What follows belongs to an exercise in optimizing a design on an open flow for small area, a short achievable clock period and few clock cycles per item; a production flow would make more cautious choices. Only simulation tests tie the RTL to the original design; equivalence was not proved. Power and IR drop assume default switching activity.

===== config.mk =====
export PLATFORM = sky130hd
export DESIGN_NAME = cnn_pool
export DESIGN_NICKNAME = cnn_pool
export VERILOG_FILES = /design/flow/design.v
export SDC_FILE = /design/flow/constraint.sdc
export NUM_CORES = 4
export LEC_CHECK = 0
export CAP_MARGIN = 20
export CORE_MARGIN = 2
export CORE_UTILIZATION = 40
export SLEW_MARGIN = 20

===== constraint.sdc =====
create_clock -name core_clock -period 9.0 [get_ports {clk}]
set_input_delay 1.8000 -clock core_clock [delete_from_list [all_inputs] [get_ports {clk}]]
set_output_delay 1.8000 -clock core_clock [all_outputs]
set_load 0.01 [all_outputs]

===== design.v =====
package cnn_geom_pkg;
    parameter int DEF_IMG_DIM = 8;
    parameter int KERNEL_TAPS = 9;
    typedef logic        [7:0]  pixel_t;
    typedef logic signed [7:0]  weight_t;
    typedef logic signed [19:0] acc_t;
    typedef logic        [15:0] result_t;
    typedef logic        [3:0]  tap_idx_t;
endpackage
package wb_bus_pkg;
    typedef logic [15:0] wb_addr_t;
    typedef logic [15:0] wb_data_t;
endpackage
`timescale 1ns/1ps
module image_loader
#(
    parameter int IMG_DIM = cnn_geom_pkg::DEF_IMG_DIM
)
(
    input  logic                               clk,
    input  logic                               reset,
    input  logic                               i_start,
    input  wb_bus_pkg::wb_addr_t                           i_src_base,
    input  wb_bus_pkg::wb_data_t                           i_rd_dat,
    input  logic                               i_rd_ack,
    input  logic [$clog2(IMG_DIM*IMG_DIM)-1:0] i_buf_addr,
    input  logic                               i_job_done,
    output logic                               o_rd_cyc,
    output logic                               o_rd_stb,
    output wb_bus_pkg::wb_addr_t                           o_rd_adr,
    output logic                               o_busy,
    output logic                               o_load_done,
    output logic [8*cnn_geom_pkg::KERNEL_TAPS-1:0]            o_weights,
    output cnn_geom_pkg::pixel_t                             o_buf_pixel
);
    localparam int NPIX = IMG_DIM * IMG_DIM;
    localparam int AW   = $clog2(NPIX);
    localparam int NRD  = cnn_geom_pkg::KERNEL_TAPS + NPIX;
    localparam int CW   = $clog2(NRD);
    logic          rd_req;
    logic          rd_take;
    logic          rd_last;
    logic          job_go;
    logic [CW-1:0] rd_cnt;
    logic [AW-1:0] pix_addr;
    cnn_geom_pkg::pixel_t        pix_mem [NPIX];
    assign o_rd_cyc = rd_req;
    assign o_rd_stb = rd_req;
    assign rd_take  = rd_req && i_rd_ack;
    assign rd_last  = (rd_cnt == CW'(NRD - 1));
    assign job_go   = i_start && !o_busy;
    assign pix_addr = AW'(rd_cnt - CW'(cnn_geom_pkg::KERNEL_TAPS));
    always_ff @(posedge clk)
    begin
        if (reset)
        begin
            o_busy      <= 1'b0;
            rd_req      <= 1'b0;
            rd_cnt      <= '0;
            o_load_done <= 1'b0;
        end
        else
        begin
            o_load_done <= rd_take && rd_last;
            if (job_go)
            begin
                o_busy <= 1'b1;
                rd_req <= 1'b1;
                rd_cnt <= '0;
            end
            else if (i_job_done)
            begin
                o_busy <= 1'b0;
            end
            if (rd_take)
            begin
                rd_cnt <= rd_cnt + 1'b1;
                if (rd_last)
                begin
                    rd_req <= 1'b0;
                end
            end
        end
    end
    always_ff @(posedge clk)
    begin
        if (job_go)
        begin
            o_rd_adr <= i_src_base;
        end
        else if (rd_take)
        begin
            o_rd_adr <= o_rd_adr + 1'b1;
        end
    end
    always_ff @(posedge clk)
    begin
        if (rd_take)
        begin
            if (rd_cnt < CW'(cnn_geom_pkg::KERNEL_TAPS))
            begin
                o_weights[8*cnn_geom_pkg::tap_idx_t'(rd_cnt) +: 8] <= i_rd_dat[7:0];
            end
            else
            begin
                pix_mem[pix_addr] <= i_rd_dat[7:0];
            end
        end
        o_buf_pixel <= pix_mem[i_buf_addr];
    end
endmodule
`timescale 1ns/1ps
module window_scanner
#(
    parameter int IMG_DIM = cnn_geom_pkg::DEF_IMG_DIM
)
(
    input  logic                               clk,
    input  logic                               reset,
    input  logic                               i_load_done,
    input  cnn_geom_pkg::pixel_t                             i_buf_pixel,
    input  logic                               i_queue_empty,
    output logic [$clog2(IMG_DIM*IMG_DIM)-1:0] o_buf_addr,
    output logic                               o_tap_valid,
    output cnn_geom_pkg::pixel_t                             o_tap_pixel,
    output cnn_geom_pkg::tap_idx_t                           o_tap_idx,
    output logic                               o_tap_last,
    output logic                               o_tap_pool_last
);
    localparam int LW = $clog2(IMG_DIM);
    localparam int BW = LW - 1;
    logic          running;
    logic          in_block;
    logic [BW-1:0] blk_row;
    logic [BW-1:0] blk_col;
    logic [1:0]    pos;
    logic [1:0]    k_row;
    logic [1:0]    k_col;
    cnn_geom_pkg::tap_idx_t      tap;
    logic [LW:0]   nb_row;
    logic [LW:0]   nb_col;
    logic          win_last;
    logic          blk_last;
    logic          scan_last;
    logic          pad_d;
    assign nb_row = (LW+1)'({blk_row, pos[1]}) + (LW+1)'(k_row) - 1'b1;
    assign nb_col = (LW+1)'({blk_col, pos[0]}) + (LW+1)'(k_col) - 1'b1;
    assign o_buf_addr = {nb_row[LW-1:0], nb_col[LW-1:0]};
    assign win_last  = (k_row == 2'd2) && (k_col == 2'd2);
    assign blk_last  = win_last && (pos == 2'd3);
    assign scan_last = blk_last && (&blk_row) && (&blk_col);
    always_ff @(posedge clk)
    begin
        if (reset)
        begin
            running  <= 1'b0;
            in_block <= 1'b0;
            blk_row  <= '0;
            blk_col  <= '0;
            pos      <= '0;
            k_row    <= '0;
            k_col    <= '0;
            tap      <= '0;
        end
        else if (i_load_done)
        begin
            running <= 1'b1;
            blk_row <= '0;
            blk_col <= '0;
            pos     <= '0;
            k_row   <= '0;
            k_col   <= '0;
            tap     <= '0;
        end
        else if (in_block)
        begin
            tap   <= win_last ? '0 : tap + 1'b1;
            k_col <= (k_col == 2'd2) ? 2'd0 : k_col + 1'b1;
            if (k_col == 2'd2)
            begin
                k_row <= (k_row == 2'd2) ? 2'd0 : k_row + 1'b1;
            end
            if (win_last)
            begin
                pos <= pos + 1'b1;
            end
            if (blk_last)
            begin
                blk_col <= blk_col + 1'b1;
                if (&blk_col)
                begin
                    blk_row <= blk_row + 1'b1;
                end
                in_block <= !scan_last && i_queue_empty;
                running  <= !scan_last;
            end
        end
        else if (running && i_queue_empty)
        begin
            in_block <= 1'b1;
        end
    end
    always_ff @(posedge clk)
    begin
        if (reset)
        begin
            o_tap_valid     <= 1'b0;
            o_tap_last      <= 1'b0;
            o_tap_pool_last <= 1'b0;
        end
        else
        begin
            o_tap_valid     <= in_block;
            o_tap_last      <= in_block && win_last;
            o_tap_pool_last <= in_block && blk_last;
        end
    end
    always_ff @(posedge clk)
    begin
        o_tap_idx <= tap;
        pad_d     <= nb_row[LW] || nb_col[LW];
    end
    assign o_tap_pixel = pad_d ? '0 : i_buf_pixel;
endmodule
`timescale 1ns/1ps
module conv_mac
(
    input  logic     clk,
    input  logic     reset,
    input  logic [8*cnn_geom_pkg::KERNEL_TAPS-1:0] i_weights,
    input  logic     i_tap_valid,
    input  cnn_geom_pkg::pixel_t   i_tap_pixel,
    input  cnn_geom_pkg::tap_idx_t i_tap_idx,
    input  logic     i_tap_last,
    input  logic     i_tap_pool_last,
    output logic     o_sum_valid,
    output cnn_geom_pkg::acc_t     o_sum,
    output logic     o_sum_pool_last
);
    cnn_geom_pkg::acc_t product;
    logic first;
    cnn_geom_pkg::weight_t weight;
    assign weight  = i_weights[8*i_tap_idx +: 8];
    assign product = $signed({{12{weight[7]}}, weight}) * $signed({12'd0, i_tap_pixel});
    always_ff @(posedge clk)
    begin
        if (reset)
        begin
            first           <= 1'b1;
            o_sum_valid     <= 1'b0;
            o_sum_pool_last <= 1'b0;
        end
        else
        begin
            o_sum_valid     <= i_tap_valid && i_tap_last;
            o_sum_pool_last <= i_tap_valid && i_tap_last && i_tap_pool_last;
            if (i_tap_valid)
            begin
                first <= i_tap_last;
            end
        end
    end
    always_ff @(posedge clk)
    begin
        if (i_tap_valid)
        begin
            o_sum <= first ? product : o_sum + product;
        end
    end
endmodule
`timescale 1ns/1ps
module relu_pool
(
    input  logic    clk,
    input  logic    reset,
    input  logic    i_sum_valid,
    input  cnn_geom_pkg::acc_t    i_sum,
    input  logic    i_sum_pool_last,
    output logic    o_res_valid,
    output cnn_geom_pkg::result_t o_res
);
    localparam int MW = $bits(i_sum) - 1;
    localparam int RW = $bits(o_res);
    logic [MW-1:0] relu;
    logic [MW-1:0] run_max;
    logic [MW-1:0] blk_max;
    logic          first;
    assign relu    = i_sum[MW] ? '0 : i_sum[MW-1:0];
    assign blk_max = (first || (relu > run_max)) ? relu : run_max;
    always_ff @(posedge clk)
    begin
        if (reset)
        begin
            first       <= 1'b1;
            o_res_valid <= 1'b0;
        end
        else
        begin
            o_res_valid <= i_sum_valid && i_sum_pool_last;
            if (i_sum_valid)
            begin
                first <= i_sum_pool_last;
            end
        end
    end
    always_ff @(posedge clk)
    begin
        if (i_sum_valid)
        begin
            run_max <= blk_max;
        end
        if (i_sum_valid && i_sum_pool_last)
        begin
            o_res <= (|blk_max[MW-1:RW]) ? '1 : blk_max[RW-1:0];
        end
    end
endmodule
`timescale 1ns/1ps
module result_writer
#(
    parameter int IMG_DIM = cnn_geom_pkg::DEF_IMG_DIM
)
(
    input  logic     clk,
    input  logic     reset,
    input  logic     i_start,
    input  wb_bus_pkg::wb_addr_t i_dst_base,
    input  logic     i_res_valid,
    input  cnn_geom_pkg::result_t  i_res,
    input  logic     i_wr_ack,
    output logic     o_wr_cyc,
    output logic     o_wr_stb,
    output logic     o_wr_we,
    output wb_bus_pkg::wb_addr_t o_wr_adr,
    output wb_bus_pkg::wb_data_t o_wr_dat,
    output logic     o_queue_empty,
    output logic     o_job_done
);
    localparam int NOUT = (IMG_DIM / 2) * (IMG_DIM / 2);
    localparam int NW   = $clog2(NOUT);
    cnn_geom_pkg::result_t       queue [2];
    logic          wr_ptr;
    logic          rd_ptr;
    logic [1:0]    count;
    logic [1:0]    count_nxt;
    logic          wr_req;
    logic          pop;
    logic          active;
    logic          job_go;
    logic [NW-1:0] done_cnt;
    assign pop       = wr_req && i_wr_ack;
    assign count_nxt = count + 2'(i_res_valid) - 2'(pop);
    assign job_go    = i_start && !active;
    assign o_wr_cyc      = wr_req;
    assign o_wr_stb      = wr_req;
    assign o_wr_we       = wr_req;
    assign o_wr_dat      = wb_bus_pkg::wb_data_t'(queue[rd_ptr]);
    assign o_queue_empty = (count == 2'd0);
    always_ff @(posedge clk)
    begin
        if (reset)
        begin
            wr_req     <= 1'b0;
            wr_ptr     <= 1'b0;
            rd_ptr     <= 1'b0;
            count      <= '0;
            active     <= 1'b0;
            done_cnt   <= '0;
            o_job_done <= 1'b0;
        end
        else
        begin
            count      <= count_nxt;
            wr_req     <= (count_nxt != 2'd0);
            o_job_done <= pop && (done_cnt == NW'(NOUT - 1));
            if (i_res_valid)
            begin
                wr_ptr <= !wr_ptr;
            end
            if (pop)
            begin
                rd_ptr   <= !rd_ptr;
                done_cnt <= done_cnt + 1'b1;
            end
            if (job_go)
            begin
                active   <= 1'b1;
                done_cnt <= '0;
            end
            else if (o_job_done)
            begin
                active <= 1'b0;
            end
        end
    end
    always_ff @(posedge clk)
    begin
        if (i_res_valid)
        begin
            queue[wr_ptr] <= i_res;
        end
        if (job_go)
        begin
            o_wr_adr <= i_dst_base;
        end
        else if (pop)
        begin
            o_wr_adr <= o_wr_adr + 1'b1;
        end
    end
endmodule
`timescale 1ns/1ps
module cnn_pool
#(
    parameter int IMG_DIM = cnn_geom_pkg::DEF_IMG_DIM
)
(
    input  logic     clk,
    input  logic     reset,
    input  logic     i_start,
    input  wb_bus_pkg::wb_addr_t i_src_base,
    input  wb_bus_pkg::wb_addr_t i_dst_base,
    input  wb_bus_pkg::wb_data_t i_rd_dat,
    input  logic     i_rd_ack,
    input  logic     i_wr_ack,
    output logic     o_rd_cyc,
    output logic     o_rd_stb,
    output wb_bus_pkg::wb_addr_t o_rd_adr,
    output logic     o_wr_cyc,
    output logic     o_wr_stb,
    output logic     o_wr_we,
    output wb_bus_pkg::wb_addr_t o_wr_adr,
    output wb_bus_pkg::wb_data_t o_wr_dat,
    output logic     o_busy,
    output logic     o_done
);
    localparam int AW = $clog2(IMG_DIM * IMG_DIM);
    logic          load_done;
    logic [AW-1:0] buf_addr;
    cnn_geom_pkg::pixel_t        buf_pixel;
    logic [8*cnn_geom_pkg::KERNEL_TAPS-1:0] weights;
    logic          tap_valid;
    cnn_geom_pkg::pixel_t        tap_pixel;
    cnn_geom_pkg::tap_idx_t      tap_idx;
    logic          tap_last;
    logic          tap_pool_last;
    logic          sum_valid;
    cnn_geom_pkg::acc_t          sum;
    logic          sum_pool_last;
    logic          res_valid;
    cnn_geom_pkg::result_t       res;
    logic          queue_empty;
    image_loader #(.IMG_DIM(IMG_DIM)) u_loader (
        .clk         (clk),
        .reset       (reset),
        .i_start     (i_start),
        .i_src_base  (i_src_base),
        .i_rd_dat    (i_rd_dat),
        .i_rd_ack    (i_rd_ack),
        .i_buf_addr  (buf_addr),
        .i_job_done  (o_done),
        .o_rd_cyc    (o_rd_cyc),
        .o_rd_stb    (o_rd_stb),
        .o_rd_adr    (o_rd_adr),
        .o_busy      (o_busy),
        .o_load_done (load_done),
        .o_weights   (weights),
        .o_buf_pixel (buf_pixel)
    );
    window_scanner #(.IMG_DIM(IMG_DIM)) u_scanner (
        .clk             (clk),
        .reset           (reset),
        .i_load_done     (load_done),
        .i_buf_pixel     (buf_pixel),
        .i_queue_empty   (queue_empty),
        .o_buf_addr      (buf_addr),
        .o_tap_valid     (tap_valid),
        .o_tap_pixel     (tap_pixel),
        .o_tap_idx       (tap_idx),
        .o_tap_last      (tap_last),
        .o_tap_pool_last (tap_pool_last)
    );
    conv_mac u_mac (
        .clk             (clk),
        .reset           (reset),
        .i_weights       (weights),
        .i_tap_valid     (tap_valid),
        .i_tap_pixel     (tap_pixel),
        .i_tap_idx       (tap_idx),
        .i_tap_last      (tap_last),
        .i_tap_pool_last (tap_pool_last),
        .o_sum_valid     (sum_valid),
        .o_sum           (sum),
        .o_sum_pool_last (sum_pool_last)
    );
    relu_pool u_pool (
        .clk             (clk),
        .reset           (reset),
        .i_sum_valid     (sum_valid),
        .i_sum           (sum),
        .i_sum_pool_last (sum_pool_last),
        .o_res_valid     (res_valid),
        .o_res           (res)
    );
    result_writer #(.IMG_DIM(IMG_DIM)) u_writer (
        .clk           (clk),
        .reset         (reset),
        .i_start       (i_start),
        .i_dst_base    (i_dst_base),
        .i_res_valid   (res_valid),
        .i_res         (res),
        .i_wr_ack      (i_wr_ack),
        .o_wr_cyc      (o_wr_cyc),
        .o_wr_stb      (o_wr_stb),
        .o_wr_we       (o_wr_we),
        .o_wr_adr      (o_wr_adr),
        .o_wr_dat      (o_wr_dat),
        .o_queue_empty (queue_empty),
        .o_job_done    (o_done)
    );
endmodule

===== run.sh =====
#!/bin/bash
# synth_recipe.tcl (not shown) runs the flow's synth.tcl, then flattens the netlist and writes it again
# the make line also repeats each setting of config.mk as NAME=value (left out here)
make -C /OpenROAD-flow-scripts/flow DESIGN_CONFIG=/design/flow/config.mk WORK_HOME=/design/flow/orfs CLKGATE_MAP_FILE= SYNTH_SCRIPT=/design/flow/synth_recipe.tcl finish

==> impl_metrics.csv <==
group,metric,value,unit
timing,worst_slew_pin_slew,1082,ps
layout,postLayoutCoreUtil,0.4603,
synth,yosysTopAreaCell,"edfxtp_1",
grt,globalRoute.totalOverflow,0,
synth,synth_top_cells_by_area,"edfxtp_1, mux4_2, ha_1",
timing,fmax,127.0,MHz
floorplan,placement_rows,108,
synth,synth_sequential_area_ratio,0.6362,
layout,finish.net_count,2515,
worst_setup_path,timing.critical_path.slowest_cell_delay,690,ps
timing,finalMaxSlewViolations,0,
clocking,post_cts_resize_count,0,
routing,routed-via-count,18917,
worst_setup_path,worst_ep_arrival_time,8240,ps
clocking,setup_fix_bufs_post_cts,0,
layout,final_cell_area_excluding_filler_cells,0.03993,sq mm
routing,wire_length_per_cell_after_detailed_routing,20.98,um
clocking,cts_hold_buffers,0,
layout,area_growth_syn_to_layout,13.97,%
routing,ant_nets,0,
clocking,buffer_type_at_the_clock_tree_root,"clkbuf_16",
floorplan,core_outline_area,0.08675,sq mm
synth,syn_area,0.03504,sq mm
floorplan,io_pins,108,
timing,hold_viol,0,
timing,setup_total_negative_slack,0,ps
clocking,cts_tree,"built",
clocking,clock_latency,630,ps
placement,buffer_ports.inserted,99,
layout,final_layout_size_suffix_gt1_frac,0.1923,
worst_setup_path,critical-path-slowest-cell,"dfxtp_1",
worst_setup_path,crit_path_start_kind,"flop",
placement,dpl_cell_area,0.03727,sq mm
grt,antenna_violations_before_repair,2,
synth,synth_warn,5,
grt,maximum_number_of_pins_on_one_net_before_global_route_repair,103,
synth,synth_area_per_cell,15.89,sq um
synth,synth_enable_flop_cells,703,
worst_setup_path,kind_of_critical_path,"flop to flop",
hold_path,whs_path_depth,0,
floorplan,die-area,0.08997,sq mm
timing,skew,24.77,ps
pwr,ir_drop,146.2,uV
clocking,tritoncts.num_buffers,81,
worst_setup_path,critical-path-top-delay-family,"adder cells",
grt,via_count_of_the_first_global_routing_pass,19440,
synth,yosys.cell_types.count,64,
timing,layout_min_cycle_time,7871,ps
routing,detailedRoute.firstIterationViolations,1508,
worst_setup_path,critical_path_required,9370,ps
synth,dominantRegCellSynth,"edfxtp_1",
synth,syn-num-nets,2400,
floorplan,die-height,300.0,um
worst_setup_path,regToRegStartpoint,"u_scanner.o_tap_idx[0]",
placement,place.gp.congestion,0.8409,
floorplan,die_width,300.0,um
hold_path,hold_path_startpoint,"u_scanner.tap[2]",
timing,slew_headroom,0.2752,
worst_setup_path,timing.rr.end,"u_mac.o_sum[19]",
worst_setup_path,worstPathMaxFanout,9,
clocking,clockBufferDepth,3,
timing,grt_setup_unrepaired,"no",
synth,postSynthCellCount,2205,
job,number_of_violations_of_the_max_capacitance_limit,0,
worst_setup_path,sort_of_element_at_the_end_of_the_critical_path,"flop",
routing,dr_vias_cell,5.341,
clocking,path_clk_slew,70,ps
synth,ys_seq_elements,762,
pwr,power,7.563,mW
floorplan,floorplan.initialDensity,0.4039,
synth,netlist.area_leader.share,0.6025,
status,status,"no timing/DRC/antenna violations",
synth,synth-async-reset-ratio,0,
grt,gr-usage-all-layers,0.1648,
placement,dp_hpwl,47.42,mm
pwr,pwr_density_cell,189.4,mW/mm^2
hold_path,hold_path.class,"flop to flop",
hold_path,worst_hold_path.endpoint,"u_scanner.o_tap_idx[2]",
timing,final-setup-viol-count,0,
routing,drc_errors,0,
routing,routed_wl,74.32,mm
worst_setup_path,reg2reg_slack,1130,ps
worst_setup_path,first_element_of_the_critical_path,"u_scanner.o_tap_idx[0]",
routing,drt_pass1_iterations,5,
pwr,cellLeakagePower,13.36,nW
clocking,h_tree_depth,3,
worst_setup_path,timing.critical_path.buf_inv,4,
worst_setup_path,r2r_cells,26,
clocking,clkSinkCount,762,
timing,final_cycle_share,0.8746,
layout,insertedDiodeCount,0,
grt,grt_pass1_wl,114.0,mm
where the power goes:
group / total [mW] / leakage, nW / internal, mW / switching, mW
sequential: 3.94 / 6.84 / 3.91 / 0.0371
combinational: 0.320 / 5.24 / 0.144 / 0.176
clock: 3.30 / 1.29 / 1.92 / 1.38
sequential cells by signal, summed over array words and instances (netlist names), 2 cells and up, named ones only:
name,count
u_loader.pix_mem,512
u_loader.o_weights,72
u_writer.queue,32
u_mac.o_sum,20
u_pool.run_max,19
u_loader.o_rd_adr,16
u_pool.o_res,16
u_writer.o_wr_adr,16
u_loader.o_buf_pixel,8
u_loader.rd_cnt,7
u_scanner.o_tap_idx,4
u_scanner.tap,4
u_writer.done_cnt,4
u_scanner.blk_col,2
u_scanner.blk_row,2
u_scanner.k_col,2
u_scanner.k_row,2
u_scanner.pos,2
u_writer.count,2
worst reg2reg max path: stages, from the launching register on:
cell and delay, ps:
dfxtp_1 690, mux4_2 590, mux2i_1 190, nor2_1 60
a21oi_1 530, nor2_1 160, fa_1 570, inv_1 50
fa_1 470, inv_1 50, fa_1 520, inv_1 50
fa_1 520, inv_1 40, ha_1 330, o21a_1 200
o31a_1 140, o311ai_0 440, nand2_1 120, xor2_1 260
ha_1 370, a21oi_1 260, and2_1 180, o211ai_1 120
and2_1 200, o311a_1 360, xnor2_1 130
stage by stage:
step / instances / setup slack, ps / hold WS [ps]
2_1_floorplan: 2205 / 1904 / 348.9
3_3_place_gp: 3392 / 1103 / 376.3
3_5_place_dp: 3392 / 1100 / 382.4
4_1_cts: 3542 / 1059 / 396.0
5_1_grt: 3542 / 506.7 / 409.1
6_report: 3542 / 1129 / 397.4
final cells by class:
class,count,area [sq um]
timing repair buffer,128,1181
multi-input combinational,1238,11950
clock buffer,96,2105
clock inverter,54,554.3
tap,1155,1445
sequential,762,22290
fill,7441,46820
inverter,109,409.1
cell usage after synthesis, types with 13 or more instances:
cell type  instances
nand3_1           30
or3_1             13
nand4_1           18
mux4_2           176
ha_1             102
edfxtp_1         703
clkbuf_1          56
xor2_1            34
buf_2             17
a21oi_1           52
buf_1             14
nand2b_1          26
inv_1            107
mux2i_1           32
nor3_1            18
fa_1              40
xnor2_1           35
o21ai_0           54
nor2_1           217
dfxtp_1           59
mux2_1            14
nand2_1           91
mux2_2           103
a22oi_1           17
nor2b_1           39
cells in the final DEF, fill, tap and decap left out, types with 15 or more instances in the layout:
cell,count
xnor2_1,35
nand4_1,18
nand3_1,30
ha_1,100
clkinv_1,21
o21ai_0,54
nor2_1,217
inv_1,107
a22oi_1,17
clkdlybuf4s50_1,91
nand2b_1,26
mux2i_1,32
nand2_1,91
nor3_1,18
edfxtp_1,703
dfxtp_1,59
clkinv_2,15
mux4_2,176
fa_1,39
a21oi_1,52
mux2_2,103
buf_4,28
nor2b_1,37
xor2_1,34
clkbuf_16,82
worst max-delay path by stage:
stage | to | slack (ps) | cells past startpoint
finish | u_mac.o_sum[19] | 1130 | 26
global route | u_mac.o_sum[19] | 510 | 26
CTS | u_mac.o_sum[19] | 1060 | 26
detailed placement | u_mac.o_sum[19] | 1100 | 26
global placement | u_mac.o_sum[19] | 1100 | 26
floorplan | u_mac.o_sum[19] | 1900 | 28
kinds of logic (layout without fill, tap and decap cells):
group,after synthesis,count (layout),share of synthesized area
AO/OA/AOI/OAI,199,199,0.03564
adder cells (fa/ha/maj),142,142,0.05928
XOR/XNOR,69,69,0.01725
flip-flops,762,762,0.6362
AND/OR/NAND/NOR,503,503,0.06796
multiplexers,325,325,0.1599
buffers and inverters,205,387,0.02375
metal layers:
metal  routed length (um)  track usage  vias to the layer above  share of wire
met5                    0            0                        -              0
met4                 1677      0.04952                        0          0.023
met3                 4210      0.03158                      102          0.057
met2                35850       0.2722                      482           0.48
met1                32580       0.2217                     9665           0.44
li1                     -            -                     8668              -
Testbench counts, summed over its fixed seeds: cycles 63,072, jobs 96.

-- afterwards: timing with drivers on the ports --
Ports are ideal in the flow. The routed layout listed here was re-timed in OpenROAD.
Step 1 sets driving cells, clkbuf_16 on the clock port and buf_2 on the other inputs (assumed; they add their load-dependent delay and slew).
Step 2 moves the port delays by t, midway between the first and last clock arrival at a register: inputs arrive t later, outputs are due t later. That takes back most of the time a late clock gives input paths.
a / b / c = no drivers / after step 1 / after step 2; a / b = the first two.
shift t [ns]: 0.682
setup WS [ns]: 1.129 / 1.129 / 1.129
latest minus earliest clock arrival (ns): 0.025 / 0.025
pins driven straight from the clock port: 1
After both steps setup and hold are still met in this run. For this run, drivers alone change the setup slack by 0.000 ns; drivers and shift together by 0.000 ns.
